What follows belongs to an exercise in optimizing a design on an open flow for small area and a short achievable clock period; a production flow would make more cautious choices.
RTL that was checked went through simulation tests only; none was proved equivalent to the original.
No functional check of the RTL was part of run 1.
The flow treats the clock pin as an ideal source. Dropping or thinning the clock tree relies on that and would not hold on a real chip.

## flow/design.v (module list and top-level ports; edited modules follow where they fit)
// module fpm_top: 776 lines
// module fpm_fa: 4 lines
// module fpm_bsel: 3 lines
// module fpm_ao22: 3 lines
// module fpm_ao21: 3 lines
// module fpm_ao4: 4 lines
// module fpm_o22ai: 3 lines
// module fpm_o22a: 3 lines
// module fpm_aoi22: 3 lines
// module fpm_aoi21: 3 lines
// module fpm_oai21: 3 lines
// module fpm_nand2: 3 lines
// module fpm_nor2: 3 lines
// module fpm_xnor2: 3 lines
// module fpm_xor2: 3 lines
module fpm_top (
  input  logic        clk,
  input  logic        rst_n,
  input  logic [2:0]  r_mode,
  input  logic [31:0] fp_x,
  input  logic [31:0] fp_y,
  output logic [31:0] fp_z,
  output logic        ovrf,
  output logic        udrf
);
  // ...
==> flow/flow/run.sh <==
#!/bin/bash
# The standard synthesis and layout; repair aims for 7.25 ns of setup slack
set -euo pipefail
bash standard.sh synth > synth.log 2>&1
bash standard.sh finish SETUP_SLACK_MARGIN=7.25 "BUFFER_PORTS_ARGS=-buffer_cell sky130_fd_sc_hd__buf_2" > layout.log 2>&1
==> flow/standard.sh <==
#!/bin/bash
# synth_recipe.tcl (not shown) runs the flow's synth.tcl, then flattens the netlist and writes it again
# the make line also repeats each setting of config.mk as NAME=value (left out here)
make -C /OpenROAD-flow-scripts/flow DESIGN_CONFIG=/design/flow/config.mk WORK_HOME=/design/flow/orfs CLKGATE_MAP_FILE= SYNTH_SCRIPT=/design/flow/synth_recipe.tcl "${@:-finish}"
==> flow/config.mk <==
export PLATFORM = sky130hd
export DESIGN_NAME = fpm_top
export DESIGN_NICKNAME = fpm_top
export VERILOG_FILES = /design/flow/design.v
export SDC_FILE = /design/flow/constraint.sdc
export NUM_CORES = 4
export LEC_CHECK = 0
export CAP_MARGIN = 10
export CORE_MARGIN = 2
export CORE_UTILIZATION = 55
export CTS_BUF_LIST = sky130_fd_sc_hd__clkbuf_8
export SLEW_MARGIN = 10
export SYNTH_HIERARCHICAL = 1
==> flow/constraint.sdc <==
create_clock -name core_clock -period 12.5 [get_ports {clk}]
set_input_delay 2.5000 -clock core_clock [delete_from_list [all_inputs] [get_ports {clk}]]
set_output_delay 2.5000 -clock core_clock [all_outputs]
set_load 0.01 [all_outputs]
==> impl_metrics.csv, run 1 <==
group,metric,value,unit
detailed_routing,firstDrtPassIters,5,
clock_tree,cts-root-buf,"clkbuf_8",
clock_tree,post_cts_resized,101,
floorplanning,start_util,56.3,%
layout,nFlopsAndLatches,122,
timing,finalCriticalPeriod,5260,ps
detailed_routing,drtIter0Drc,1600,
min_path,holdPathStages,0,
critical_path,arrival,5670,ps
clock_tree,clk_latency,490,ps
layout,non_clock_inverter_count,140,
grt,busiest_layer,"met2",
critical_path,cp_cell_sequence,"clkinvlp_4 > buf_12 > buf_6 > o22ai_2 > xor2_1 > fa_1 > fa_1 > fa_2 > fa_1 > fa_2 > ha_4 > a21oi_2 > o21ai_2 > a21oi_2 > o21ai_2 > a21oi_4 > clkinvlp_4 > a21oi_2 > xnor2_1",
layout,top_regs,"p_q x26, fy_q x23",
layout,regMostFlops,"p_q",
flow_run,maxCapViolCount,0,
layout,layout_common_cells,"xor2_1 (288), fa_1 (240), o22ai_1 (234)",
status,status,"finished clean",
critical_path,worst_ep_required_time,12910,ps
layout,seq_share,12.2,%
layout,n_antenna_cell,1,
logic_synthesis,synth_fa_ha_area_share,38.1,%
clock_tree,postCtsSetupBuffers,48,
layout,nets,2445,
detailed_routing,ant_nets,0,
logic_synthesis,synth_area_per_cell,9.91,sq um
logic_synthesis,synthSimpleGateAreaFrac,7.63,%
critical_path,r2r_slack,7240,ps
critical_path,r2r_start,"fy_q[18]$_DFF_P_",
detailed_routing,wl_met1,23200,microns
layout,largest_reg_flops,26,
detailed_routing,wl_met3,5420,microns
grt,met1_usage,46.9,%
layout,final_core_util,68.0,%
grt,antenna_found_initial,1,
==> inputs of run 2 (changes only) <==
--- a/flow/design.v
+++ b/flow/design.v
@@ -45,31 +45,32 @@
   assign nx_i = &ex_i & |fp_x[22:0];
   assign ny_i = &ey_i & |fp_y[22:0];
   logic sg_i;
   assign sg_i = fp_x[31] ^ fp_y[31];
   logic [9:0]  eb_q;    
   logic        nan_q, inf_q, zer_q, sg_q;
   logic        rne_q, rmm_q, rdir_q;   
   logic        v_q;     
-  logic [22:0] fx_q, fy_q, fyn_q;
-  assign fyn_q = ~fy_q;    
+  logic [22:0] fx_q, fyn_q;    
+  logic [22:0] fy_q;
+  assign fy_q = ~fyn_q;
   logic [10:0] bneg_q;
   logic [11:0] bonen_q, btwon_q;    
   always_ff @(posedge clk) begin
     eb_q   <= {2'b00, ex_i} + {2'b00, ey_i} - 10'd127;
     nan_q  <= nx_i | ny_i | (ix_i & zy_i) | (iy_i & zx_i);
     inf_q  <= ix_i | iy_i;
     zer_q  <= zx_i | zy_i;
     sg_q   <= sg_i;
     rne_q  <= (r_mode == 3'd0);
     rmm_q  <= (r_mode == 3'd4);
     rdir_q <= ((r_mode == 3'd2) & sg_i) | ((r_mode == 3'd3) & ~sg_i);
     v_q    <= rst_n;
-    fy_q   <= fp_y[22:0];
+    fyn_q  <= ~fp_y[22:0];
     bneg_q <= bneg_i[10:0];
     bonen_q <= ~bone_i;
     btwon_q <= ~btwo_i;
   end
   logic [23:0] my;
   assign my = {1'b1, fy_q};
   logic [24:0] mw_i;
   assign mw_i = {1'b1, fp_x[22:0], 1'b0};
@@ -499,16 +500,20 @@
   fpm_fa u_t559 (.a(t391), .b(t470), .c(t471), .s(t559), .co(t560));
   fpm_fa u_t561 (.a(t392), .b(t472), .c(t473), .s(t561), .co(t562));
   fpm_fa u_t563 (.a(t394), .b(t475), .c(t474), .s(t563), .co(t564));
   fpm_fa u_t565 (.a(pp11[23]), .b(t477), .c(t476), .s(t565), .co(t566));
   fpm_fa u_t567 (.a(~my[22]), .b(pp11[24]), .c(t478), .s(t567), .co(t568));
   logic [47:0] ra, rb;
   assign ra = {t568, t566, t564, t562, t560, t558, t556, t554, t552, t550, t548, t546, t544, t542, t540, t538, t536, t534, t532, t530, t528, t526, t524, t522, t520, t518, t516, t514, t512, t510, t508, t506, t504, t502, t500, t498, t496, t494, t492, t490, t488, t486, t484, t482, t480, t479, pp0[1], bneg[0]};
   assign rb = {~my[22], t567, t565, t563, t561, t559, t557, t555, t553, t551, t549, t547, t545, t543, t541, t539, t537, t535, t533, t531, t529, t527, t525, t523, t521, t519, t517, t515, t513, t511, t509, t507, t505, t503, t501, t499, t497, t495, t493, t491, t489, t487, t485, t483, t481, pp1[0], 1'b0, pp0[0]};
+  logic [21:0] zt;
+  assign zt = (ra[21:0] ^ rb[21:0]) ^ {(ra[20:0] | rb[20:0]), 1'b0};
+  logic st_lo;    
+  assign st_lo = |zt;
   logic [47:0] p;
   logic c23;
   logic g0_1, g0_3, q0_3, g0_5, q0_5, g0_7, q0_7, g0_9, q0_9, g0_11, q0_11, g0_13, q0_13, g0_15, q0_15, g0_17, q0_17, g0_19, q0_19, g0_21, q0_21, g0_23, q0_23, g0_25, q0_25, g0_27, q0_27, g0_29, q0_29, g0_31, q0_31, g0_33, q0_33, g0_35, q0_35, g0_37, q0_37, g0_39, q0_39, g0_41, q0_41, g0_43, q0_43, g0_45, q0_45, g1_3, g1_7, q1_7, g1_11, q1_11, g1_15, q1_15, g1_19, q1_19, n_g0_21, g1_22, n_q0_21, q1_22, g1_23, q1_23, n_g0_25, g1_26, n_q0_25, q1_26, g1_27, q1_27, n_g0_29, g1_30, n_q0_29, q1_30, g1_31, q1_31, n_g0_33, g1_34, n_q0_33, q1_34, g1_35, q1_35, n_g0_37, g1_38, n_q0_37, q1_38, g1_39, q1_39, n_g0_41, g1_42, n_q0_41, q1_42, g1_43, q1_43, n_g0_45, g1_46, n_q0_45, q1_46, g2_7, g2_15, q2_15, n_g1_19, g2_21, n_q1_19, q2_21, g2_22, q2_22, g2_23, q2_23, g2_28, q2_28, n_g1_27, g2_29, n_q1_27, q2_29, g2_30, q2_30, g2_31, q2_31, g2_36, q2_36, n_g1_35, g2_37, n_q1_35, q2_37, g2_38, q2_38, g2_39, q2_39, g2_44, q2_44, n_g1_43, g2_45, n_q1_43, q2_45, g2_46, q2_46, g3_15, n_g2_23, g3_24, n_q2_23, q3_24, g3_25, q3_25, g3_26, q3_26, g3_27, q3_27, g3_28, q3_28, g3_29, q3_29, g3_30, q3_30, g3_31, q3_31, n_g2_39, g3_40, n_q2_39, q3_40, g3_41, q3_41, g3_42, q3_42, g3_43, q3_43, g3_44, q3_44, g3_45, q3_45, g3_46, q3_46, g4_21, g4_22, n_g3_15, g4_23, g4_24, g4_25, g4_26, g4_27, g4_28, g4_29, g4_30, g4_31, n_g4_31, g5_32, g5_33, g5_34, g5_35, g5_36, g5_37, g5_38, g5_39, g5_40, g5_41, g5_42, g5_43, g5_44, g5_45, g5_46, n_g4_22;
   logic [47:0] ag, ap;
   assign ag = ra & rb;
   assign ap = ra ^ rb;
   fpm_aoi21 u_g0_1 (.g(ag[1]), .p(ap[1]), .c(ag[0]), .y(g0_1));
   fpm_aoi21 u_g0_3 (.g(ag[3]), .p(ap[3]), .c(ag[2]), .y(g0_3));
@@ -730,20 +735,16 @@
   fpm_xor2 u_sum40 (.a(ap[40]), .b(g5_39), .y(p[40]));
   fpm_xor2 u_sum41 (.a(ap[41]), .b(g5_40), .y(p[41]));
   fpm_xnor2 u_sum42 (.a(ap[42]), .b(g5_41), .y(p[42]));
   fpm_xnor2 u_sum43 (.a(ap[43]), .b(g5_42), .y(p[43]));
   fpm_xor2 u_sum44 (.a(ap[44]), .b(g5_43), .y(p[44]));
   fpm_xnor2 u_sum45 (.a(ap[45]), .b(g5_44), .y(p[45]));
   fpm_xor2 u_sum46 (.a(ap[46]), .b(g5_45), .y(p[46]));
   fpm_xor2 u_sum47 (.a(ap[47]), .b(g5_46), .y(p[47]));
-  logic [21:0] zt;
-  assign zt = ap[21:0] ^ {(ap[20:0] | ag[20:0]), 1'b0};    
-  logic st_lo;    
-  assign st_lo = |zt;
   logic live;    
   assign live = v_q & rst_n;
   logic nrm_c, inf_c, zer_c, nan_c, sg_c;
   assign nan_c = live & nan_q;
   assign inf_c = live & ~nan_q & inf_q;
   assign zer_c = live & ~nan_q & ~inf_q & zer_q;
   assign nrm_c = live & ~nan_q & ~inf_q & ~zer_q;
   assign sg_c  = live & ~nan_q & sg_q;
==> flow/flow/run.sh (replaced) <==
#!/bin/bash
set -euo pipefail
bash standard.sh synth > synth.log 2>&1
bash standard.sh cts SETUP_SLACK_MARGIN=7.5 "BUFFER_PORTS_ARGS=-buffer_cell sky130_fd_sc_hd__buf_2" > cts.log 2>&1
SKEW_ODB=$PWD/orfs/results/sky130hd/fpm_top/base/4_cts.odb SKEW_GROUPS=3 openroad -no_init -exit flow/skew.tcl > skew.log 2>&1
bash standard.sh finish SETUP_SLACK_MARGIN=7.5 "BUFFER_PORTS_ARGS=-buffer_cell sky130_fd_sc_hd__buf_2" > layout.log 2>&1
==> flow/flow/skew.tcl (new file) <==
set odb $::env(SKEW_ODB)
read_db $odb
set block [ord::get_db_block]
set db [ord::get_db]
set lib [$db findMaster sky130_fd_sc_hd__clkbuf_16]
set clk [$block findNet clk]

set pats {eb_q* nan_q* inf_q* zer_q* sg_q* rne_q* rmm_q* rdir_q* v_q* fy_q* fyn_q* fx_q* bneg_q* bone_q* btwo_q* bonen_q* btwon_q* y3_q* xn_q* x1_q* x2_q* x3_q* x4_q*}
set r1 {}
foreach inst [$block getInsts] {
  set m [[$inst getMaster] getName]
  if {![string match *df* $m]} { continue }
  set n [$inst getName]
  foreach p $pats {
    if {[string match $p $n] && ![string match *2_q* $n] && ![string match *_q2* $n]} { lappend r1 $inst; break }
  }
}
puts "SKEW rank-1 registers: [llength $r1]"

# split them into groups by position, a buffer per group
set ngroups $::env(SKEW_GROUPS)
set pts {}
foreach inst $r1 {
  lassign [$inst getLocation] x y
  lappend pts [list $x $y $inst]
}
# k-means on the register positions
set k $ngroups
set cents {}
set sorted [lsort -integer -index 0 $pts]
for {set i 0} {$i < $k} {incr i} {
  set p [lindex $sorted [expr {int(($i + 0.5) * [llength $sorted] / $k)}]]
  lappend cents [list [lindex $p 0] [lindex $p 1]]
}
for {set it 0} {$it < 20} {incr it} {
  set groups {}
  for {set i 0} {$i < $k} {incr i} { lappend groups {} }
  foreach p $pts {
    set best 0; set bd 1e30
    for {set i 0} {$i < $k} {incr i} {
      lassign [lindex $cents $i] cx cy
      set d [expr {abs([lindex $p 0] - $cx) + abs([lindex $p 1] - $cy)}]
      if {$d < $bd} { set bd $d; set best $i }
    }
    lset groups $best [concat [lindex $groups $best] [list $p]]
  }
  set cents {}
  foreach g $groups {
    set sx 0; set sy 0
    foreach p $g { set sx [expr {$sx + [lindex $p 0]}]; set sy [expr {$sy + [lindex $p 1]}] }
    set n [expr {max(1, [llength $g])}]
    lappend cents [list [expr {int($sx / $n)}] [expr {int($sy / $n)}]]
  }
}
set gi 0
foreach grp $groups c $cents {
  if {[llength $grp] == 0} { continue }
  lassign $c cx cy
  set buf [odb::dbInst_create $block $lib "clkbuf_r1_$gi"]
  set net [odb::dbNet_create $block "clknet_r1_$gi"]
  $net setSigType CLOCK
  [$buf findITerm A] connect $clk
  [$buf findITerm X] connect $net
  $buf setLocation $cx $cy
  $buf setPlacementStatus PLACED
  foreach p $grp {
    set inst [lindex $p 2]
    set ck [$inst findITerm CLK]
    $ck disconnect
    $ck connect $net
  }
  puts "SKEW group $gi: [llength $grp] registers, buffer at $cx $cy"
  incr gi
}

# leaf buffers of the old tree that now drive no register, and their dummy loads
set idle {}
foreach inst [$block getInsts] {
  set m [[$inst getMaster] getName]
  if {![string match *clkbuf* $m] || [string match clkbuf_r1_* [$inst getName]]} { continue }
  set out [$inst findITerm X]
  set n [$out getNet]
  if {$n eq "NULL"} { continue }
  set sinks 0
  set dummies {}
  foreach it [$n getITerms] {
    set ii [$it getInst]
    if {$ii eq $inst} { continue }
    if {[string match clkload* [$ii getName]]} { lappend dummies $ii } else { incr sinks }
  }
  if {$sinks == 0 && [llength [$n getBTerms]] == 0} {
    lappend idle [list $inst $n $dummies]
  }
}
foreach e $idle {
  lassign $e inst n dummies
  puts "SKEW removing idle [$inst getName] and [llength $dummies] dummy loads"
  foreach d $dummies { odb::dbInst_destroy $d }
  odb::dbInst_destroy $inst
  odb::dbNet_destroy $n
}

detailed_placement
check_placement
write_db $odb
==> flow/config.mk (replaced) <==
export PLATFORM = sky130hd
export DESIGN_NAME = fpm_top
export DESIGN_NICKNAME = fpm_top
export VERILOG_FILES = /design/flow/design.v
export SDC_FILE = /design/flow/constraint.sdc
export NUM_CORES = 4
export LEC_CHECK = 0
export CAP_MARGIN = 20
export CORE_MARGIN = 2
export CORE_UTILIZATION = 55
export CTS_BUF_LIST = sky130_fd_sc_hd__clkbuf_8
export SLEW_MARGIN = 20
export SYNTH_HIERARCHICAL = 1
==> impl_metrics.csv, run 2 <==
group,metric,value,unit
placement,place_ws,6610,ps
clock_tree,cts-hold-fix-buffers,0,
detailed_routing,wl_met3,7360,microns
logic_synthesis,yosys.area.top_type,"fa_1",
layout,final_area,0.0201,sq mm
layout,drive_gt1_share,19.7,%
timing,min_period_over_period,39.3,%
floorplanning,io_pins,103,
critical_path,worst_ep_required_time,10000,ps
detailed_routing,drc,0,
grt,grt_overflow_total,0,
logic_synthesis,ys_types,57,
logic_synthesis,synth_area_leaders,"fa_1 (30%), xor2_1 (15%), dfxtp_1 (14%)",
grt,grt_max_degree,33,
grt,grtUsageTotal,36.8,%
logic_synthesis,synthMuxAreaShare,0.244,%
logic_synthesis,synth_compound_area_share,17.5,%
placement,dp_hpwl,38100,microns
logic_synthesis,yosysMostFrequentCell,"xor2_1",
logic_synthesis,ys_seq_area_share,14.0,%
placement,dpl-instance-area,0.0184,sq mm
logic_synthesis,synthTopCellsByCount,"xor2_1 (291), fa_1 (264), o22ai_1 (252), inv_1 (147), dfxtp_1 (122)",
status,status,"finished clean",
timing,finalHoldViolCount,0,
detailed_routing,drtIter0Drc,1537,
layout,syn2layout_area_growth,15.4,%
timing,rsz0062_at_grt,"yes",
floorplanning,die_w,182,microns
logic_synthesis,synth_top_family_by_area,"adder cells",
logic_synthesis,yosysWarnings,7,
detailed_routing,vias,15400,
placement,port_buffers,102,
logic_synthesis,ys_seq_elements,122,
detailed_routing,firstDrtPassIters,6,
critical_path,critPathKind,"reg -> out",
floorplanning,core,0.0314,sq mm
timing,max_freq,0.203,GHz
layout,mostFrequentLayoutCell,"xor2_1",
logic_synthesis,synth_flop_cell,"dfxtp_1",
placement,place.gp.congestion,0.933,
detailed_routing,wl_met1,23700,microns
timing,slew-limit-headroom,45.4,%
logic_synthesis,synth_edf_count,0,
timing,setup_slack,7580,ps
critical_path,arrival,2420,ps
logic_synthesis,synth_area_per_cell,9.77,sq um
layout,layout_common_cells,"xor2_1 (290), fa_1 (259), o22ai_1 (251)",
floorplanning,fp-row-count,65,
logic_synthesis,synth_area,0.0174,sq mm
floorplanning,fp.dieH,182,microns
detailed_routing,wl_per_cell,25.3,microns
flow_run,maxCapViolCount,0,
logic_synthesis,synth_top_area_share,30.4,%
detailed_routing,vias_per_cell,6.49,
logic_synthesis,synthSimpleGateAreaFrac,7.69,%
detailed_routing,wl_met2,25500,microns
clock_tree,clock_sinks,122,
layout,largest_reg_flops,26,
logic_synthesis,async_flop_share,0,%
timing,timing.hold.ws,131,ps
floorplanning,start_util,55.4,%
timing,fin_setup_tns,0,ps
detailed_routing,routed_wl,60100,microns
timing,worst_pin_slew,817,ps
critical_path,critPathMaxFanout,8,
logic_synthesis,synth_xor_area_share,19.1,%
grt,grt_pass1_wl,91300,microns
logic_synthesis,syn_nets,2218,
critical_path,end_kind,"output pin",
detailed_routing,ant_nets,0,
min_path,hold_class,"reg -> reg",
logic_synthesis,synth_fa_ha_area_share,37.9,%
timing,finalCriticalPeriod,4920,ps
layout,top_regs,"p_q x26, fyn_q x23",
layout,regMostFlops,"p_q",
timing,setup_violations,0,
grt,antenna_found_initial,1,
logic_synthesis,synth_cells,1781,
clock_tree,clk_latency,350,ps
floorplanning,die_area,0.0331,sq mm
timing,report.final.slew_viol_count,0,
detailed_routing,highest_layer,"met4",
clock_tree,clkTransAtPathRegs,80,ps
layout,nets,2402,
critical_path,start_kind,"flop",
grt,grt_pass1_vias,15600,
timing,skew,210,ps
==> run 2: worst paths after layout <==
check               startpoint              end  slack [ps]  cells past startpoint
max             p_q[5]$_DFF_P_         fp_z[22]        7580                      7
min              rmm_q$_DFF_P_   rmm2_q$_DFF_P_         130                      0
max reg2reg  fyn_q[16]$_DFF_P_  p_q[19]$_DFF_P_        7630                     17
min reg2reg      rmm_q$_DFF_P_   rmm2_q$_DFF_P_         130                      0
==> run 2: kinds of logic after synthesis <==
family | count (synthesis)
multiplexers | 4
AO/OA/AOI/OAI | 461
flip-flops | 122
other | 1
adder cells (fa/ha/maj) | 368
XOR/XNOR | 380
buffers and inverters | 162
AND/OR/NAND/NOR | 283
==> run 2: cell type report <==
type | instances | area (sq um)
Clock buffer | 10 | 138
Buffer | 3 | 75.1
Timing Repair Buffer | 185 | 1360
Clock inverter | 6 | 60.1
Multi-Input combinational cell | 1497 | 14700
Fill cell | 2703 | 11300
Antenna cell | 1 | 2.50
Inverter | 147 | 556
Tap cell | 402 | 503
Sequential cell | 122 | 2690
==> run 2: routing by layer <==
metal,global-route usage (%),vias to the layer above
met5,0,-
met4,19.3,0
met3,10.9,250
met2,55.6,1102
met1,48.1,7446
li1,-,6613
==> run 2: modules after synthesis, one instance, submodules excluded <==
module | cells | cell area [sq um]
fpm_xor2 | 1 | 8.76
fpm_nand2 | 1 | 3.75
fpm_fa | 1 | 20.0
fpm_o22ai | 1 | 6.26
fpm_o22a | 1 | 8.76
fpm_aoi21 | 1 | 8.76
fpm_xnor2 | 1 | 8.76
fpm_nor2 | 1 | 3.75
fpm_top | 818 | 7110
fpm_oai21 | 1 | 5.00
==> run 2: critical path: stages (launching register included) <==
cell      delay (ps)
dfxtp_4          410
nand4_1          100
buf_4            180
or3_4            380
or4_4            490
xor2_1           160
o221ai_2         180
buf_2            170
==> run 2: timing repair <==
item	4_1_cts	5_1_grt
gates resized for setup	140	15
setup endpoints to repair	55	25
setup buffers	77	1
pin swaps	26	11
==> run 2: stage by stage <==
step	instances	util [%]
6_report	2373	64.0
3_3_place_gp	2275	58.8
2_1_floorplan	1781	-
3_5_place_dp	2275	58.8
5_1_grt	2373	64.0
4_1_cts	2384	64.0
==> inputs of run 3 (changes only) <==
==> flow/flow/run.sh (replaced) <==
#!/bin/bash
set -euo pipefail
bash standard.sh synth > synth.log 2>&1
bash standard.sh cts SETUP_SLACK_MARGIN=7.25 "BUFFER_PORTS_ARGS=-buffer_cell sky130_fd_sc_hd__buf_2" > cts.log 2>&1
SKEW_ODB=$PWD/orfs/results/sky130hd/fpm_top/base/4_cts.odb SKEW_GROUPS=3 openroad -no_init -exit flow/skew.tcl > skew.log 2>&1
bash standard.sh finish SETUP_SLACK_MARGIN=7.25 "BUFFER_PORTS_ARGS=-buffer_cell sky130_fd_sc_hd__buf_2" > layout.log 2>&1
==> impl_metrics.csv, run 3 <==
group,metric,value,unit
logic_synthesis,yosys.area.top_type,"fa_1",
placement,dp_hpwl,38400,microns
layout,top_regs,"p_q x26, fyn_q x23",
detailed_routing,firstDrtPassIters,5,
grt,grt_max_degree,31,
layout,layout_common_cells,"xor2_1 (291), fa_1 (264), o22ai_1 (252)",
layout,multiInputGateArea,0.0144,sq mm
critical_path,cp_cell_sequence,"nand4_4 > or2_0 > or3_1 > or4_1 > xor2_1 > o221ai_2 > buf_2",
timing,finalHoldViolCount,0,
logic_synthesis,async_flop_share,0,%
timing,report.final.slew_viol_count,0,
logic_synthesis,synthTopCellsByCount,"xor2_1 (291), fa_1 (264), o22ai_1 (252), inv_1 (147), dfxtp_1 (122)",
grt,grtUsageTotal,33.5,%
critical_path,path_buf_inv,1,
status,status,"finished clean",
layout,drive_gt1_share,14.6,%
min_path,holdPathStages,0,
floorplanning,fp.dieH,182,microns
layout,area.sequential,0.00253,sq mm
timing,slew-limit-headroom,54.9,%
flow_run,maxCapViolCount,0,
critical_path,r2r_slack,7440,ps
grt,grt_overflow_total,0,
grt,grt_pass1_wl,85400,microns
critical_path,crit_slowest_cell,"or4_1",
layout,fillers,2731,
critical_path,critPathMaxFanout,8,
layout,n_antenna_cell,0,
floorplanning,die_w,182,microns
critical_path,slowest_delay,490,ps
critical_path,start_kind,"flop",
layout,nets,2378,
critical_path,cp_top_family,"simple AND/OR/NAND/NOR gates",
logic_synthesis,synth_area,0.0174,sq mm
logic_synthesis,synth_area_per_cell,9.77,sq um
clock_tree,clkTransAtPathRegs,80,ps
floorplanning,core,0.0314,sq mm
min_path,hold_class,"reg -> reg",
critical_path,end_kind,"output pin",
min_path,min_from,"rmm_q$_DFF_P_",
timing,finalCriticalPeriod,5100,ps
floorplanning,io_pins,103,
layout,regMostFlops,"p_q",
logic_synthesis,ys_seq_area_share,14.0,%
logic_synthesis,synth_flop_cell,"dfxtp_1",
critical_path,worst-path-stages,7,
layout,largest_reg_flops,26,
timing,fin_setup_tns,0,ps
floorplanning,die_area,0.0331,sq mm
clock_tree,clock_sinks,122,
timing,rsz0062_at_grt,"yes",
detailed_routing,routed_wl,54100,microns
critical_path,r2r-end,"p_q[13]$_DFF_P_",
floorplanning,fp-row-count,65,
floorplanning,start_util,55.4,%
timing,setup_violations,0,
grt,antenna_found_initial,1,
timing,worst_pin_slew,674,ps
grt,grt_pass1_vias,15200,
logic_synthesis,synth_cells,1781,
clock_tree,cts-hold-fix-buffers,0,
critical_path,ff2ff_path_depth,17,
placement,place.gp.congestion,0.929,
critical_path,r2r_start,"fyn_q[10]$_DFF_P_",
clock_tree,clk_latency,350,ps
logic_synthesis,synth_edf_count,0,
logic_synthesis,yosysMostFrequentCell,"xor2_1",
detailed_routing,vias_per_cell,6.30,
detailed_routing,ant_nets,0,
timing,min_period_over_period,40.8,%
logic_synthesis,yosysWarnings,7,
critical_path,worst_ep_required_time,10000,ps
logic_synthesis,ys_types,57,
layout,mostFrequentLayoutCell,"xor2_1",
logic_synthesis,syn_nets,2218,
placement,port_buffers,102,
logic_synthesis,synth_area_leaders,"fa_1 (30%), xor2_1 (15%), dfxtp_1 (14%)",
detailed_routing,vias,14800,
timing,timing.hold.ws,128,ps
detailed_routing,drc,0,
detailed_routing,drtIter0Drc,1354,
logic_synthesis,ys_seq_elements,122,
critical_path,critPathKind,"reg -> out",
logic_synthesis,synth_top_area_share,30.4,%
critical_path,arrival,2600,ps
timing,skew,210,ps
timing,max_freq,0.196,GHz
min_path,worstHoldEndpoint,"rmm2_q$_DFF_P_",
layout,syn2layout_area_growth,10.9,%
detailed_routing,wl_per_cell,23.1,microns
==> run 3: cell counts after synthesis <==
No cell type changed its count.
==> run 3: area by class of cell <==
class / count / area share (%)
Multi-Input combinational cell: 1497 / 74.6
Sequential cell: 122 / 13.1
Timing Repair Buffer: 161 / 5.32
Inverter: 147 / 2.88
Tap cell: 402 / 2.61
Clock buffer: 11 / 0.784
Buffer: 3 / 0.389
Clock inverter: 5 / 0.285
==> run 3: per-stage QoR <==
stage	worst slack, ps	cells	instance area, sq um	utilization [%]
2_1_floorplan	7260	1781	17400	-
5_1_grt	7230	2348	19300	61.5
4_1_cts	7250	2356	19400	61.7
3_5_place_dp	6450	2313	18700	59.5
3_3_place_gp	6550	2313	18700	59.5
6_report	7400	2348	19300	61.5
==> run 3: cell families (layout without fill, tap and decap cells) <==
family          count (synthesis)  after routing  share of synthesized area (%)
compound gates                461            461                           17.5
xor+xnor                      380            380                           19.1
fa+ha+maj                     368            368                           37.9
simple gates                  283            283                           7.69
buf+inv                       162            327                           3.56
flops                         122            122                           14.0
mux                             4              4                          0.244
other cells                     1              1                         0.0216
==> run 3: per-module statistics from Yosys (local to each module, per instance) <==
module	flops+latches	cell area (sq um)	times used	cells
fpm_oai21	0	5.00	40	1
fpm_nor2	0	3.75	25	1
fpm_o22ai	0	6.26	242	1
fpm_o22a	0	8.76	22	1
fpm_aoi21	0	8.76	59	1
fpm_top	122	7110	1	818
fpm_xor2	0	8.76	255	1
fpm_nand2	0	3.75	44	1
fpm_xnor2	0	8.76	13	1
fpm_fa	0	20.0	263	1
==> run 3: metal layers <==
metal / wire length (microns) / track usage [%]
met5: 0 / 0
met4: 2240 / 15.1
met3: 5370 / 8.44
met2: 24300 / 52.5
met1: 22200 / 44.0
==> run 3: worst max path at each step <==
| stage | start | end |
|---|---|---|
| finish | p_q[10]$_DFF_P_ | fp_z[22] |
| global route | fyn_q[10]$_DFF_P_ | p_q[13]$_DFF_P_ |
| CTS | p_q[8]$_DFF_P_ | fp_z[22] |
| detailed placement | fyn_q[22]$_DFF_P_ | p_q[20]$_DFF_P_ |
| global placement | fyn_q[22]$_DFF_P_ | p_q[14]$_DFF_P_ |
| floorplan | bneg_q[4]$_DFF_P_ | p_q[14]$_DFF_P_ |
==> run 3: what timing repair did <==
action	4_1_cts	5_1_grt
setup buffers	11	5
resized for setup	63	14
pin swaps	4	2
endpoints found under the setup margin	44	18
cloned	0	0
==> inputs of run 4 (changes only) <==
==> flow/flow/run.sh (replaced) <==
#!/bin/bash
set -euo pipefail
bash standard.sh synth > synth.log 2>&1
bash standard.sh cts SETUP_SLACK_MARGIN=7.5 "BUFFER_PORTS_ARGS=-buffer_cell sky130_fd_sc_hd__buf_2" > cts.log 2>&1
SKEW_ODB=$PWD/orfs/results/sky130hd/fpm_top/base/4_cts.odb SKEW_GROUPS=3 SKEW_R2CELL=sky130_fd_sc_hd__clkbuf_2 openroad -no_init -exit flow/skew.tcl > skew.log 2>&1
bash standard.sh finish SETUP_SLACK_MARGIN=7.5 "BUFFER_PORTS_ARGS=-buffer_cell sky130_fd_sc_hd__buf_2" > layout.log 2>&1
--- a/flow/flow/skew.tcl
+++ b/flow/flow/skew.tcl
@@ -100,6 +100,23 @@
   odb::dbNet_destroy $n
 }
 
+if {[info exists ::env(SKEW_R2CELL)] && $::env(SKEW_R2CELL) ne ""} {
+  set root [$block findInst clkbuf_0_clk]
+  set dm [$db findMaster $::env(SKEW_R2CELL)]
+  set d [odb::dbInst_create $block $dm "clkdly_r2"]
+  set dn [odb::dbNet_create $block "clknet_r2_root"]
+  $dn setSigType CLOCK
+  set ra [$root findITerm A]
+  $ra disconnect
+  $ra connect $dn
+  [$d findITerm A] connect $clk
+  [$d findITerm X] connect $dn
+  lassign [$root getLocation] rx ry
+  $d setLocation $rx $ry
+  $d setPlacementStatus PLACED
+  puts "SKEW rank-2 tree behind $::env(SKEW_R2CELL)"
+}
+
 detailed_placement
 check_placement
 write_db $odb
==> impl_metrics.csv, run 4 <==
group,metric,value,unit
flow_run,maxCapViolCount,0,
logic_synthesis,ys_seq_area_share,14.0,%
timing,max_freq,0.201,GHz
floorplanning,core,0.0314,sq mm
timing,worst_pin_slew,716,ps
layout,syn2layout_area_growth,15.9,%
detailed_routing,ant_nets,0,
placement,place.gp.congestion,0.933,
detailed_routing,routed_wl,60000,microns
logic_synthesis,async_flop_share,0,%
timing,finalCriticalPeriod,4980,ps
grt,grt_pass1_wl,91300,microns
layout,fillers,2697,
floorplanning,start_util,55.4,%
timing,finalHoldViolCount,0,
floorplanning,fp-row-count,65,
clock_tree,clkTransAtPathRegs,80,ps
critical_path,slowest_delay,490,ps
logic_synthesis,yosysWarnings,7,
timing,skew,304,ps
timing,min_period_over_period,39.9,%
timing,fin_setup_tns,0,ps
grt,antenna_found_initial,1,
critical_path,critPathKind,"reg -> out",
layout,regMostFlops,"p_q",
critical_path,r2r_slack,7690,ps
critical_path,ff2ff_path_depth,18,
timing,setup_violations,0,
min_path,min_from,"rmm_q$_DFF_P_",
detailed_routing,vias,15400,
detailed_routing,vias_per_cell,6.47,
clock_tree,clock_sinks,122,
placement,dp_hpwl,38100,microns
logic_synthesis,synthTopCellsByCount,"xor2_1 (291), fa_1 (264), o22ai_1 (252), inv_1 (147), dfxtp_1 (122)",
detailed_routing,drtIter0Drc,1543,
detailed_routing,wl_per_cell,25.2,microns
critical_path,start_kind,"flop",
floorplanning,die_area,0.0331,sq mm
layout,top_regs,"p_q x26, fyn_q x23",
timing,setup_slack,7520,ps
logic_synthesis,synth_top_area_share,30.4,%
timing,rsz0062_at_grt,"yes",
clock_tree,cts-hold-fix-buffers,0,
critical_path,critPathMaxFanout,3,
min_path,hold_class,"reg -> reg",
logic_synthesis,synth_area_leaders,"fa_1 (30%), xor2_1 (15%), dfxtp_1 (14%)",
logic_synthesis,synth_area_per_cell,9.77,sq um
layout,mostFrequentLayoutCell,"xor2_1",
logic_synthesis,synth_cells,1781,
logic_synthesis,yosys.area.top_type,"fa_1",
layout,layout_common_cells,"xor2_1 (291), fa_1 (260), o22ai_1 (251)",
critical_path,end_kind,"output pin",
clock_tree,clk_latency,450,ps
logic_synthesis,yosysMostFrequentCell,"xor2_1",
logic_synthesis,ys_seq_elements,122,
timing,report.final.slew_viol_count,0,
timing,timing.hold.ws,37.3,ps
logic_synthesis,synth_area,0.0174,sq mm
layout,drive_gt1_share,20.1,%
logic_synthesis,synth_edf_count,0,
grt,grtUsageTotal,36.8,%
placement,place_ws,6610,ps
placement,port_buffers,102,
layout,nets,2414,
layout,largest_reg_flops,26,
grt,grt_max_degree,33,
critical_path,r2r_start,"fyn_q[16]$_DFF_P_",
critical_path,r2r-end,"p_q[19]$_DFF_P_",
grt,grt_overflow_total,0,
detailed_routing,drc,0,
timing,slew-limit-headroom,52.1,%
logic_synthesis,syn_nets,2218,
floorplanning,fp.dieH,182,microns
min_path,holdPathStages,0,
logic_synthesis,synth_flop_cell,"dfxtp_1",
detailed_routing,firstDrtPassIters,5,
placement,dpl-instance-area,0.0184,sq mm
critical_path,worst_ep_required_time,10000,ps
layout,final_area,0.0202,sq mm
min_path,worstHoldEndpoint,"rmm2_q$_DFF_P_",
logic_synthesis,ys_types,57,
critical_path,arrival,2480,ps
critical_path,cp_cell_sequence,"nand4_4 > or2_1 > or3_4 > or4_4 > xor2_1 > o221ai_2 > buf_2",
floorplanning,die_w,182,microns
status,status,"finished clean",
critical_path,crit_slowest_cell,"or4_4",
grt,grt_pass1_vias,15600,
floorplanning,io_pins,103,
## run 4: cell counts after synthesis
Identical to the previous run, type by type.
## run 4: worst max-delay path, delay by kind of cell (launching register included)
kind                   cells  cell delay [ps]
AND/OR/NAND/NOR            4             1170
flip-flops                 1              360
AO/OA/AOI/OAI              1              180
XOR/XNOR                   1              160
buffers and inverters      1              160
## run 4: how the worst max path moves through the flow
stage                                  start              end  slack (ps)
after floorplan           btwon_q[7]$_DFF_P_  p_q[14]$_DFF_P_        7500
after global placement      fyn_q[1]$_DFF_P_  p_q[14]$_DFF_P_        6680
after detailed placement  btwon_q[7]$_DFF_P_  p_q[17]$_DFF_P_        6610
after CTS                    p_q[25]$_DFF_P_         fp_z[28]        7420
after global routing          p_q[3]$_DFF_P_         fp_z[22]        7430
final                        p_q[11]$_DFF_P_         fp_z[22]        7520
## run 4: cell type report
type / count / area, sq um / share of cell area (%)
Multi-Input combinational cell: 1497 / 14700 / 72.9
Sequential cell: 122 / 2690 / 13.4
Timing Repair Buffer: 196 / 1440 / 7.15
Inverter: 147 / 556 / 2.75
Tap cell: 402 / 503 / 2.49
Clock buffer: 10 / 138 / 0.682
Buffer: 4 / 80.1 / 0.397
Clock inverter: 6 / 60.1 / 0.298
Antenna cell: 1 / 2.50 / 0.0124
## run 4: per-stage QoR
step                      util, %  std cells
after global routing         64.3       2385
after detailed placement     58.8       2275
after floorplan                 -       1781
after CTS                    64.0       2384
final                        64.3       2385
after global placement       58.8       2275
## run 4: per-layer routing
layer	global-route usage, %	vias to the layer above	routed length [microns]
met4	19.5	0	3520
met2	55.4	1058	25600
met3	10.9	252	7220
met5	0	-	0
li1	-	6647	-
met1	48.1	7470	23700
## run 4: cells by family (layout without fill, tap and decap cells)
family,Yosys count,count (layout),share of synthesized area [%]
flip-flops,122,122,14.0
multiplexers,4,4,0.244
buffers and inverters,162,363,3.56
other,1,2,0.0216
AO/OA/AOI/OAI,461,461,17.5
XOR/XNOR,380,380,19.1
adder cells (fa/ha/maj),368,368,37.9
AND/OR/NAND/NOR,283,283,7.69
## run 4: per-module statistics from Yosys (local to each module, per instance)
module,copies in the design,area [sq um],flops+latches,cells
fpm_oai21,40,5.00,0,1
fpm_nor2,25,3.75,0,1
fpm_o22a,22,8.76,0,1
fpm_xor2,255,8.76,0,1
fpm_fa,263,20.0,0,1
fpm_top,1,7110,122,818
fpm_xnor2,13,8.76,0,1
fpm_nand2,44,3.75,0,1
fpm_aoi21,59,8.76,0,1
fpm_o22ai,242,6.26,0,1
## run 4: timing repair
| item | in CTS | in global routing |
|---|---|---|
| resized for setup | 140 | 21 |
| endpoints found under the setup margin | 55 | 17 |
| pin swaps | 26 | 9 |
| buffers inserted | 77 | 12 |
==> inputs of run 5 (changes only) <==
==> flow/flow/run.sh (replaced) <==
#!/bin/bash
set -euo pipefail
bash standard.sh synth > synth.log 2>&1
bash standard.sh cts SETUP_SLACK_MARGIN=7.5 "BUFFER_PORTS_ARGS=-buffer_cell sky130_fd_sc_hd__buf_2" > cts.log 2>&1
SKEW_ODB=$PWD/orfs/results/sky130hd/fpm_top/base/4_cts.odb SKEW_GROUPS=3 SKEW_R2CELL=sky130_fd_sc_hd__clkdlybuf4s25_1 openroad -no_init -exit flow/skew.tcl > skew.log 2>&1
bash standard.sh finish SETUP_SLACK_MARGIN=7.5 "BUFFER_PORTS_ARGS=-buffer_cell sky130_fd_sc_hd__buf_2" > layout.log 2>&1
==> impl_metrics.csv, run 5 <==
group,metric,value,unit
status,status,"finished clean",
min_path,hold_class,"reg -> reg",
logic_synthesis,synth_area,0.0174,sq mm
timing,finalCriticalPeriod,5200,ps
logic_synthesis,yosysWarnings,7,
layout,layout_common_cells,"xor2_1 (291), fa_1 (260), o22ai_1 (251)",
placement,place_ws,6610,ps
detailed_routing,vias_per_cell,6.43,
critical_path,cp_top_family,"simple AND/OR/NAND/NOR gates",
timing,max_freq,0.192,GHz
logic_synthesis,synth_area_leaders,"fa_1 (30%), xor2_1 (15%), dfxtp_1 (14%)",
clock_tree,clkTransAtPathRegs,80,ps
logic_synthesis,syn_nets,2218,
critical_path,path_buf_inv,2,
flow_run,maxCapViolCount,0,
grt,grt_overflow_total,0,
grt,grt_pass1_vias,15600,
floorplanning,die_w,182,microns
min_path,min_from,"inf_q$_DFF_P_",
timing,rsz0062_at_grt,"yes",
logic_synthesis,synthTopCellsByCount,"xor2_1 (291), fa_1 (264), o22ai_1 (252), inv_1 (147), dfxtp_1 (122)",
grt,grt_max_degree,33,
detailed_routing,drtIter0Drc,1579,
layout,syn2layout_area_growth,17.6,%
detailed_routing,routed_wl,60500,microns
timing,slew-limit-headroom,51.0,%
critical_path,slowest_delay,490,ps
floorplanning,die_area,0.0331,sq mm
timing,min_period_over_period,41.6,%
grt,antenna_found_initial,1,
critical_path,crit_slowest_cell,"or4_4",
logic_synthesis,ys_types,57,
floorplanning,fp.dieH,182,microns
clock_tree,clk_latency,620,ps
timing,finalHoldViolCount,0,
critical_path,start_kind,"flop",
layout,nets,2436,
detailed_routing,drc,0,
critical_path,arrival,2700,ps
logic_synthesis,synth_area_per_cell,9.77,sq um
floorplanning,fp-row-count,65,
timing,report.final.slew_viol_count,0,
critical_path,critPathKind,"reg -> out",
logic_synthesis,synth_flop_cell,"dfxtp_1",
layout,regMostFlops,"p_q",
placement,port_buffers,102,
critical_path,r2r_start,"fyn_q[15]$_DFF_P_",
min_path,worstHoldEndpoint,"inf_q2[1]$_DFF_P_",
floorplanning,start_util,55.4,%
timing,setup_violations,0,
critical_path,r2r-end,"p_q[19]$_DFF_P_",
logic_synthesis,synth_top_area_share,30.4,%
critical_path,ff2ff_path_depth,17,
detailed_routing,firstDrtPassIters,9,
floorplanning,core,0.0314,sq mm
critical_path,worst-path-stages,7,
critical_path,cp_cell_sequence,"nand4_1 > buf_6 > or3_4 > or4_4 > xor2_1 > o221ai_2 > buf_2",
floorplanning,io_pins,103,
logic_synthesis,synth_edf_count,0,
grt,grt_pass1_wl,91400,microns
logic_synthesis,ys_seq_elements,122,
timing,setup_slack,7300,ps
placement,dp_hpwl,38100,microns
critical_path,worst_ep_required_time,10000,ps
placement,place.gp.congestion,0.933,
critical_path,r2r_slack,7870,ps
grt,grtUsageTotal,36.8,%
layout,mostFrequentLayoutCell,"xor2_1",
critical_path,critPathMaxFanout,6,
layout,fillers,2657,
detailed_routing,wl_per_cell,25.1,microns
timing,worst_pin_slew,732,ps
logic_synthesis,ys_seq_area_share,14.0,%
timing,fin_setup_tns,0,ps
layout,top_regs,"p_q x26, fyn_q x23",
logic_synthesis,yosysMostFrequentCell,"xor2_1",
critical_path,end_kind,"output pin",
logic_synthesis,async_flop_share,0,%
timing,skew,479,ps
clock_tree,clock_sinks,122,
logic_synthesis,yosys.area.top_type,"fa_1",
logic_synthesis,synth_cells,1781,
detailed_routing,vias,15500,
layout,drive_gt1_share,21.2,%
detailed_routing,ant_nets,0,
min_path,holdPathStages,2,
layout,largest_reg_flops,26,
run 5: cell types whose count changed in the layout (fill, tap and decap cells not counted), moves of 2 or more:
| cell | before | now |
|---|---|---|
| dlygate4sd3_1 | 0 | 12 |
| buf_4 | 52 | 60 |
| dfxtp_1 | 51 | 46 |
| dfxtp_4 | 65 | 68 |
| nor2_1 | 88 | 85 |
| nor2_2 | 2 | 5 |
| buf_6 | 30 | 32 |
| dfxtp_2 | 6 | 8 |
| nand3_1 | 13 | 11 |
| nand3_2 | 1 | 3 |
| nor4_1 | 16 | 14 |
| o21ai_0 | 28 | 26 |
| o21ai_2 | 4 | 6 |
run 5: cells by family after synthesis:
family	count (synthesis)	synth area share, %
AOI/OAI and AO/OA	461	17.5
xor gates and xnor gates	380	19.1
adders and majority gates	368	37.9
and+or+nand+nor	283	7.69
buffers and inverters	162	3.56
DFF	122	14.0
muxes	4	0.244
other	1	0.0216
run 5: stage by stage:
stage	hold WS [ps]	cells	area, sq um	utilization [%]
detailed placement	315	2275	18400	58.8
global route	42.7	2407	20500	65.2
floorplan	310	1781	17500	-
CTS	332	2384	20100	64.0
global placement	311	2275	18400	58.8
finish	23.9	2407	20500	65.2
run 5: how the worst max path moves through the flow:
stage	end	start
floorplan	p_q[14]$_DFF_P_	btwon_q[7]$_DFF_P_
global placement	p_q[14]$_DFF_P_	fyn_q[1]$_DFF_P_
detailed placement	p_q[17]$_DFF_P_	btwon_q[7]$_DFF_P_
CTS	fp_z[28]	p_q[25]$_DFF_P_
global route	fp_z[22]	p_q[3]$_DFF_P_
finish	fp_z[22]	p_q[3]$_DFF_P_
run 5: layout make-up:
| type | instances | area, sq um | area share (%) |
|---|---|---|---|
| diodes | 1 | 2.50 | 0.0122 |
| multi-input cells | 1497 | 14800 | 72.2 |
| clock buffers | 10 | 138 | 0.673 |
| flip-flops and latches | 122 | 2710 | 13.2 |
| clock inverters | 6 | 60.1 | 0.294 |
| well taps | 402 | 503 | 2.46 |
| repair buffers | 218 | 1640 | 8.04 |
| inverters | 147 | 556 | 2.72 |
| plain buffers | 4 | 85.1 | 0.416 |
run 5: metal layers:
| metal | part of all wire, % | vias to the layer above | GRT usage (%) |
|---|---|---|---|
| met4 | 5.7 | 0 | 19.3 |
| met1 | 40 | 7526 | 48.2 |
| li1 | - | 6679 | - |
| met2 | 43 | 1039 | 55.5 |
| met5 | 0 | - | 0 |
| met3 | 12 | 238 | 10.9 |
run 5: worst register-to-register path, stage by stage, from the launching register on:
cell and delay [ps]:
dfxtp_4 380, buf_12 150, o22ai_1 190, xor2_1 250, fa_1 540, fa_1 510, fa_1 400, fa_1 530
fa_1 420, ha_1 380, nand2_1 160, nor2_4 190, nand2_1 110, nor2_2 140, a21oi_4 100, buf_4 200
o21ai_1 170, xor2_1 190
run 5: per-module statistics from Yosys (local to each module, per instance), excerpt:
module | cells inside | cell area, sq um | flops+latches | times used
fpm_fa | 1 | 20.0 | 0 | 263
fpm_xor2 | 1 | 8.76 | 0 | 255
fpm_nor2 | 1 | 3.75 | 0 | 25
fpm_aoi21 | 1 | 8.76 | 0 | 59
fpm_nand2 | 1 | 3.75 | 0 | 44
fpm_top | 818 | 7110 | 122 | 1
fpm_oai21 | 1 | 5.00 | 0 | 40
fpm_o22ai | 1 | 6.26 | 0 | 242
fpm_o22a | 1 | 8.76 | 0 | 22
run 5: repair_timing:
action / 4_1_cts / 5_1_grt
buffers inserted: 77 / 22
resized for setup: 140 / 48
hold buffers: 0 / 12
endpoints found under the setup margin: 55 / 31
pin swaps: 26 / 25
hold endpoints to repair: 0 / 12
==> inputs of run 6 (changes only) <==
==> flow/flow/run.sh (replaced) <==
#!/bin/bash
set -euo pipefail
bash standard.sh synth > synth.log 2>&1
bash standard.sh cts SETUP_SLACK_MARGIN=7.35 "BUFFER_PORTS_ARGS=-buffer_cell sky130_fd_sc_hd__buf_2" > cts.log 2>&1
SKEW_ODB=$PWD/orfs/results/sky130hd/fpm_top/base/4_cts.odb SKEW_GROUPS=3 openroad -no_init -exit flow/skew.tcl > skew.log 2>&1
bash standard.sh finish SETUP_SLACK_MARGIN=7.35 "BUFFER_PORTS_ARGS=-buffer_cell sky130_fd_sc_hd__buf_2" > layout.log 2>&1
==> impl_metrics.csv, run 6 <==
group,metric,value,unit
critical_path,worst_ep_required_time,10000,ps
layout,regMostFlops,"p_q",
logic_synthesis,synth_cells,1781,
timing,setup_violations,0,
timing,timing.hold.ws,137,ps
critical_path,slowest_delay,500,ps
timing,worst_pin_slew,654,ps
clock_tree,cts-hold-fix-buffers,0,
timing,report.final.slew_viol_count,0,
timing,min_period_over_period,40.2,%
grt,grt_max_degree,31,
placement,dp_hpwl,37700,microns
placement,place.gp.congestion,0.925,
detailed_routing,vias_per_cell,6.31,
layout,nets,2385,
logic_synthesis,synthTopCellsByCount,"xor2_1 (291), fa_1 (264), o22ai_1 (252), inv_1 (147), dfxtp_1 (122)",
logic_synthesis,yosysWarnings,7,
grt,grt_pass1_wl,85600,microns
critical_path,ff2ff_path_depth,16,
logic_synthesis,ys_seq_elements,122,
clock_tree,clk_latency,350,ps
timing,finalCriticalPeriod,5020,ps
clock_tree,clock_sinks,122,
critical_path,r2r-end,"p_q[22]$_DFF_P_",
min_path,min_from,"rmm_q$_DFF_P_",
detailed_routing,vias,14900,
layout,top_regs,"p_q x26, fyn_q x23",
critical_path,start_kind,"flop",
min_path,hold_class,"reg -> reg",
logic_synthesis,synth_flop_cell,"dfxtp_1",
timing,skew,206,ps
grt,antenna_found_initial,0,
placement,place_ws,6520,ps
critical_path,worst-path-stages,8,
critical_path,crit_start,"p_q[4]$_DFF_P_",
layout,layout_common_cells,"xor2_1 (291), fa_1 (264), o22ai_1 (252)",
grt,grtUsageTotal,33.8,%
flow_run,maxCapViolCount,0,
critical_path,r2r_start,"fyn_q[16]$_DFF_P_",
logic_synthesis,synth_top_family_by_area,"adder cells",
placement,port_buffers,102,
layout,mostFrequentLayoutCell,"xor2_1",
critical_path,arrival,2520,ps
status,status,"finished clean",
logic_synthesis,yosysMostFrequentCell,"xor2_1",
critical_path,crit_slowest_cell,"or4_1",
critical_path,critPathMaxFanout,8,
timing,finalHoldViolCount,0,
floorplanning,start_util,55.4,%
floorplanning,core,0.0314,sq mm
critical_path,r2r_slack,7530,ps
logic_synthesis,async_flop_share,0,%
detailed_routing,routed_wl,54800,microns
logic_synthesis,synth_edf_count,0,
detailed_routing,drtIter0Drc,1379,
logic_synthesis,synth_xor_area_share,19.1,%
logic_synthesis,synth_area_per_cell,9.77,sq um
floorplanning,fp.dieH,182,microns
critical_path,critPathKind,"reg -> out",
timing,rsz0062_at_grt,"no",
floorplanning,die_w,182,microns
critical_path,cp_cell_sequence,"nand4_1 > buf_4 > buf_4 > or3_1 > or4_1 > xor2_1 > o221ai_2 > buf_2",
layout,drive_gt1_share,15.8,%
detailed_routing,drc,0,
detailed_routing,wl_per_cell,23.3,microns
clock_tree,clkTransAtPathRegs,80,ps
critical_path,end_kind,"output pin",
floorplanning,fp-row-count,65,
critical_path,cp-endpoint,"fp_z[22]",
logic_synthesis,syn_nets,2218,
critical_path,cp_top_family,"simple AND/OR/NAND/NOR gates",
layout,syn2layout_area_growth,12.4,%
logic_synthesis,synth_fa_ha_area_share,37.9,%
logic_synthesis,yosys.area.top_type,"fa_1",
critical_path,path_buf_inv,3,
grt,grt_overflow_total,0,
logic_synthesis,synthSimpleGateAreaFrac,7.69,%
logic_synthesis,ys_seq_area_share,14.0,%
timing,slew-limit-headroom,55.7,%
floorplanning,die_area,0.0331,sq mm
layout,final_core_util,62.3,%
timing,fin_setup_tns,0,ps
logic_synthesis,synth_area,0.0174,sq mm
layout,n_antenna_cell,0,
critical_path,crit_top_cell,"buf_4",
logic_synthesis,synth_compound_area_share,17.5,%
floorplanning,io_pins,103,
detailed_routing,firstDrtPassIters,5,
timing,max_freq,0.199,GHz
logic_synthesis,ys_types,57,
timing,setup_slack,7480,ps
detailed_routing,ant_nets,0,
logic_synthesis,synth_area_leaders,"fa_1 (30%), xor2_1 (15%), dfxtp_1 (14%)",
grt,grt_pass1_vias,15400,
layout,largest_reg_flops,26,
logic_synthesis,synthMuxAreaShare,0.244,%
logic_synthesis,synth_top_area_share,30.4,%
## run 6: cell types whose count changed in the layout (fill, tap and decap cells not counted), moves of 5 or more
cell           delta
buf_4            -27
buf_6            -10
dfxtp_1          +38
dfxtp_4          -35
dlygate4sd3_1    -12
ha_1              +6
ha_4              -7
nand2_1           +5
## run 6: cells by family after synthesis
logic type | count (synthesis)
other | 1
buffers and inverters | 162
adder cells (fa/ha/maj) | 368
AND/OR/NAND/NOR | 283
XOR/XNOR | 380
multiplexers | 4
flip-flops | 122
AO/OA/AOI/OAI | 461
## run 6: cell type report
class	count	area, sq um
Multi-Input combinational cell	1497	14400
Buffer	3	75.1
Inverter	147	563
Sequential cell	122	2570
Clock buffer	10	138
Tap cell	402	503
Fill cell	2737	11800
Timing Repair Buffer	168	1190
Clock inverter	6	67.6
## run 6: worst min path at each step
stage	cells after the start	slack, ps	endpoint
after floorplan	0	310	rdir2_q$_DFF_P_
after global placement	0	310	rmm2_q$_DFF_P_
after detailed placement	0	320	rdir2_q$_DFF_P_
after CTS	0	340	rmm2_q$_DFF_P_
after global routing	0	140	rmm2_q$_DFF_P_
final	0	140	rmm2_q$_DFF_P_
## run 6: repair_timing
action | CTS | global route
endpoints found under the setup margin | 47 | 17
pin swaps | 6 | 2
setup buffers | 26 | 5
gates resized for setup | 102 | 11
## run 6: per-module statistics from Yosys (local to each module, per instance), a selection
module | cell area, sq um | cells inside
fpm_fa | 20.0 | 1
fpm_xnor2 | 8.76 | 1
fpm_nor2 | 3.75 | 1
fpm_o22ai | 6.26 | 1
fpm_aoi21 | 8.76 | 1
fpm_xor2 | 8.76 | 1
fpm_top | 7110 | 818
## run 6: metrics by stage
stage / instance area [sq um] / cells
final: 19600 / 2355
after global placement: 18600 / 2305
after floorplan: 17400 / 1781
after global routing: 19600 / 2355
after CTS: 19600 / 2363
after detailed placement: 18600 / 2305
## run 6: layer usage
layer / share of wire [%] / vias to the layer above / GRT usage (%)
li1: - / 6576 / -
met1: 40 / 7247 / 44.2
met2: 45 / 885 / 53.6
met3: 11 / 157 / 8.52
met4: 3.9 / 0 / 14.3
met5: 0 / - / 0
==> inputs of run 7 (changes only) <==
--- a/flow/config.mk
+++ b/flow/config.mk
@@ -7,7 +7,7 @@
 export LEC_CHECK = 0
 export CAP_MARGIN = 20
 export CORE_MARGIN = 2
-export CORE_UTILIZATION = 55
+export CORE_UTILIZATION = 50
 export CTS_BUF_LIST = sky130_fd_sc_hd__clkbuf_8
 export SLEW_MARGIN = 20
 export SYNTH_HIERARCHICAL = 1
==> impl_metrics.csv, run 7 <==
group,metric,value,unit
detailed_routing,vias_per_cell,6.17,
grt,grtUsageTotal,30.3,%
timing,setup_slack,7470,ps
critical_path,end_kind,"flop",
timing,finalHoldViolCount,0,
floorplanning,die_area,0.0363,sq mm
placement,dp_hpwl,37800,microns
floorplanning,fp-row-count,68,
logic_synthesis,yosysMostFrequentCell,"xor2_1",
layout,nets,2376,
detailed_routing,firstDrtPassIters,8,
grt,grt_pass1_wl,84500,microns
placement,port_buffers,102,
floorplanning,core,0.0344,sq mm
layout,multiInputGateArea,0.0144,sq mm
timing,rsz0062_at_grt,"yes",
floorplanning,start_util,50.6,%
grt,grt_pass1_vias,15000,
critical_path,start_kind,"flop",
critical_path,crit_top_cell,"fa_1",
detailed_routing,wl_per_cell,22.8,microns
timing,setup_violations,0,
timing,skew,191,ps
logic_synthesis,ys_seq_area_share,14.0,%
min_path,hold_class,"reg -> reg",
timing,finalCriticalPeriod,5030,ps
logic_synthesis,synth_top_area_share,30.4,%
logic_synthesis,async_flop_share,0,%
clock_tree,clock_sinks,122,
status,status,"finished clean",
clock_tree,clkTransAtPathRegs,110,ps
logic_synthesis,synthTopCellsByCount,"xor2_1 (291), fa_1 (264), o22ai_1 (252), inv_1 (147), dfxtp_1 (122)",
timing,report.final.slew_viol_count,0,
logic_synthesis,yosys.area.top_type,"fa_1",
logic_synthesis,synth_area_per_cell,9.77,sq um
grt,grt_max_degree,34,
logic_synthesis,ys_seq_elements,122,
detailed_routing,drtIter0Drc,1444,
layout,top_regs,"p_q x26, fyn_q x23",
critical_path,crit_slowest_cell,"fa_1",
critical_path,arrival,5280,ps
layout,fillers,3057,
grt,antenna_found_initial,1,
detailed_routing,routed_wl,54600,microns
logic_synthesis,synth_edf_count,0,
logic_synthesis,synth_area,0.0174,sq mm
logic_synthesis,ys_types,57,
timing,worst_pin_slew,748,ps
placement,place_ws,6430,ps
layout,drive_gt1_share,15.7,%
critical_path,slowest_delay,610,ps
detailed_routing,drc,0,
critical_path,worst_ep_required_time,12760,ps
layout,area.sequential,0.00258,sq mm
logic_synthesis,synth_cells,1781,
floorplanning,io_pins,103,
critical_path,critPathMaxFanout,19,
timing,slew-limit-headroom,49.9,%
timing,timing.hold.ws,146,ps
flow_run,maxCapViolCount,0,
layout,layout_common_cells,"xor2_1 (291), fa_1 (263), o22ai_1 (252)",
timing,max_freq,0.199,GHz
floorplanning,fp.dieH,191,microns
logic_synthesis,synth_area_leaders,"fa_1 (30%), xor2_1 (15%), dfxtp_1 (14%)",
placement,place.gp.congestion,0.892,
critical_path,path_buf_inv,2,
layout,mostFrequentLayoutCell,"xor2_1",
layout,regMostFlops,"p_q",
timing,fin_setup_tns,0,ps
logic_synthesis,syn_nets,2218,
logic_synthesis,synth_flop_cell,"dfxtp_1",
layout,syn2layout_area_growth,12.4,%
logic_synthesis,yosysWarnings,7,
critical_path,critPathKind,"reg -> reg",
critical_path,cp_cell_sequence,"buf_12 > o22ai_1 > xor2_1 > fa_1 > fa_1 > fa_1 > fa_1 > fa_1 > ha_1 > nand2_1 > nor2_4 > nand2_1 > o21ai_1 > a21oi_4 > buf_4 > o21ai_1 > xor2_1",
grt,grt_overflow_total,0,
timing,min_period_over_period,40.2,%
layout,final_core_util,56.9,%
floorplanning,die_w,191,microns
detailed_routing,vias,14800,
critical_path,cp_top_family,"adder cells",
clock_tree,cts-hold-fix-buffers,0,
clock_tree,clk_latency,340,ps
layout,largest_reg_flops,26,
detailed_routing,ant_nets,0,
run 7: worst reg2reg max path, delay by kind of cell (launching register included):
kind | cells | cell delay, ps
adders and majority gates | 6 | 2820
AOI/OAI and AO/OA | 4 | 580
DFF | 1 | 460
and+or+nand+nor | 3 | 460
buffers and inverters | 2 | 390
xor gates and xnor gates | 2 | 380
run 7: logic make-up (layout without fill, tap and decap cells):
group | Yosys count | in the layout | synth area share, %
AO/OA/AOI/OAI | 461 | 461 | 17.5
XOR/XNOR | 380 | 380 | 19.1
adder cells (fa/ha/maj) | 368 | 368 | 37.9
buffers and inverters | 162 | 324 | 3.56
flip-flops | 122 | 122 | 14.0
multiplexers | 4 | 4 | 0.244
other | 1 | 2 | 0.0216
AND/OR/NAND/NOR | 283 | 283 | 7.69
run 7: timing repair:
action | 4_1_cts | 5_1_grt
setup endpoints to repair | 50 | 25
resized for setup | 96 | 13
pin swaps | 6 | 2
cloned | 0 | 0
buffers inserted | 21 | 5
run 7: modules after synthesis (local to each module, per instance), excerpt:
| module | times used | cell area [sq um] |
|---|---|---|
| fpm_top | 1 | 7110 |
| fpm_oai21 | 40 | 5.00 |
| fpm_xnor2 | 13 | 8.76 |
| fpm_aoi21 | 59 | 8.76 |
| fpm_nor2 | 25 | 3.75 |
| fpm_xor2 | 255 | 8.76 |
| fpm_fa | 263 | 20.0 |
| fpm_o22a | 22 | 8.76 |
| fpm_nand2 | 44 | 3.75 |
run 7: through the flow:
| stage | area, sq um | cells |
|---|---|---|
| floorplan | 17400 | 1781 |
| global placement | 18700 | 2354 |
| detailed placement | 18700 | 2354 |
| CTS | 19600 | 2406 |
| global route | 19600 | 2399 |
| finish | 19600 | 2399 |
run 7: path summary, 6_finish.rpt:
check | from | endpoint | slack, ps | cells past startpoint
worst max-delay path | bonen_q[5]$_DFF_P_ | p_q[19]$_DFF_P_ | 7470 | 17
worst min-delay path | rne_q$_DFF_P_ | rne2_q$_DFF_P_ | 150 | 0
worst max register to register | bonen_q[5]$_DFF_P_ | p_q[19]$_DFF_P_ | 7470 | 17
worst min register to register | rne_q$_DFF_P_ | rne2_q$_DFF_P_ | 150 | 0
run 7: layout make-up:
class	instances	share of cell area (%)
well taps	455	2.91
multi-input cells	1497	73.8
flip-flops and latches	122	13.2
inverters	147	2.86
clock inverters	4	0.390
repair buffers	159	5.64
clock buffers	11	0.774
plain buffers	3	0.384
diodes	1	0.0128
run 7: metal layers:
metal | vias up | routed length [microns] | GRT usage, %
li1 | 6555 | - | -
met1 | 7213 | 22400 | 40.5
met2 | 881 | 23900 | 46.8
met3 | 157 | 6120 | 8.04
met4 | 0 | 2220 | 12.4
met5 | - | 0 | 0

-- static timing again, ports no longer ideal --
Ports are ideal in the flow. The routed layouts listed here were re-timed in OpenROAD. Step 1: set_driving_cell puts a clkbuf_16 on clk and a buf_2 on each other input, an assumption about the parent block. Step 2, shift: input delay + t, output delay - t, t = (earliest + latest rising clock arrival at the registers) / 2. This alone moves slack from input paths to output paths. a / b / c = ideal ports / drivers / drivers and shift; a / b = the first two.
| run | shift t [ns] | slack for setup (ns) | hold WS [ns] | latest minus earliest clock arrival (ns) |
|---|---|---|---|---|
| run 1 | 0.532 | 7.237 / 7.237 / 7.237 | 0.330 / 0.330 / 0.330 | 0.016 / 0.016 |
| run 2 | 0.356 | 7.581 / 7.475 / 7.626 | 0.131 / 0.131 / 0.131 | 0.213 / 0.213 |
| run 3 | 0.352 | 7.399 / 7.296 / 7.438 | 0.128 / 0.127 / 0.127 | 0.211 / 0.212 |
| run 4 | 0.399 | 7.518 / 7.415 / 7.689 | 0.037 / 0.037 / 0.037 | 0.305 / 0.305 |
| run 5 | 0.490 | 7.298 / 7.193 / 7.683 | 0.024 / 0.026 / 0.026 | 0.482 / 0.479 |
| run 6 | 0.352 | 7.479 / 7.375 / 7.525 | 0.137 / 0.137 / 0.137 | 0.206 / 0.207 |
| run 7 | 0.355 | 7.473 / 7.394 / 7.473 | 0.146 / 0.146 / 0.146 | 0.197 / 0.197 |
Clock arrivals are far apart in run 4 and run 5, so t is only a midpoint there and step 2 fits no single register.
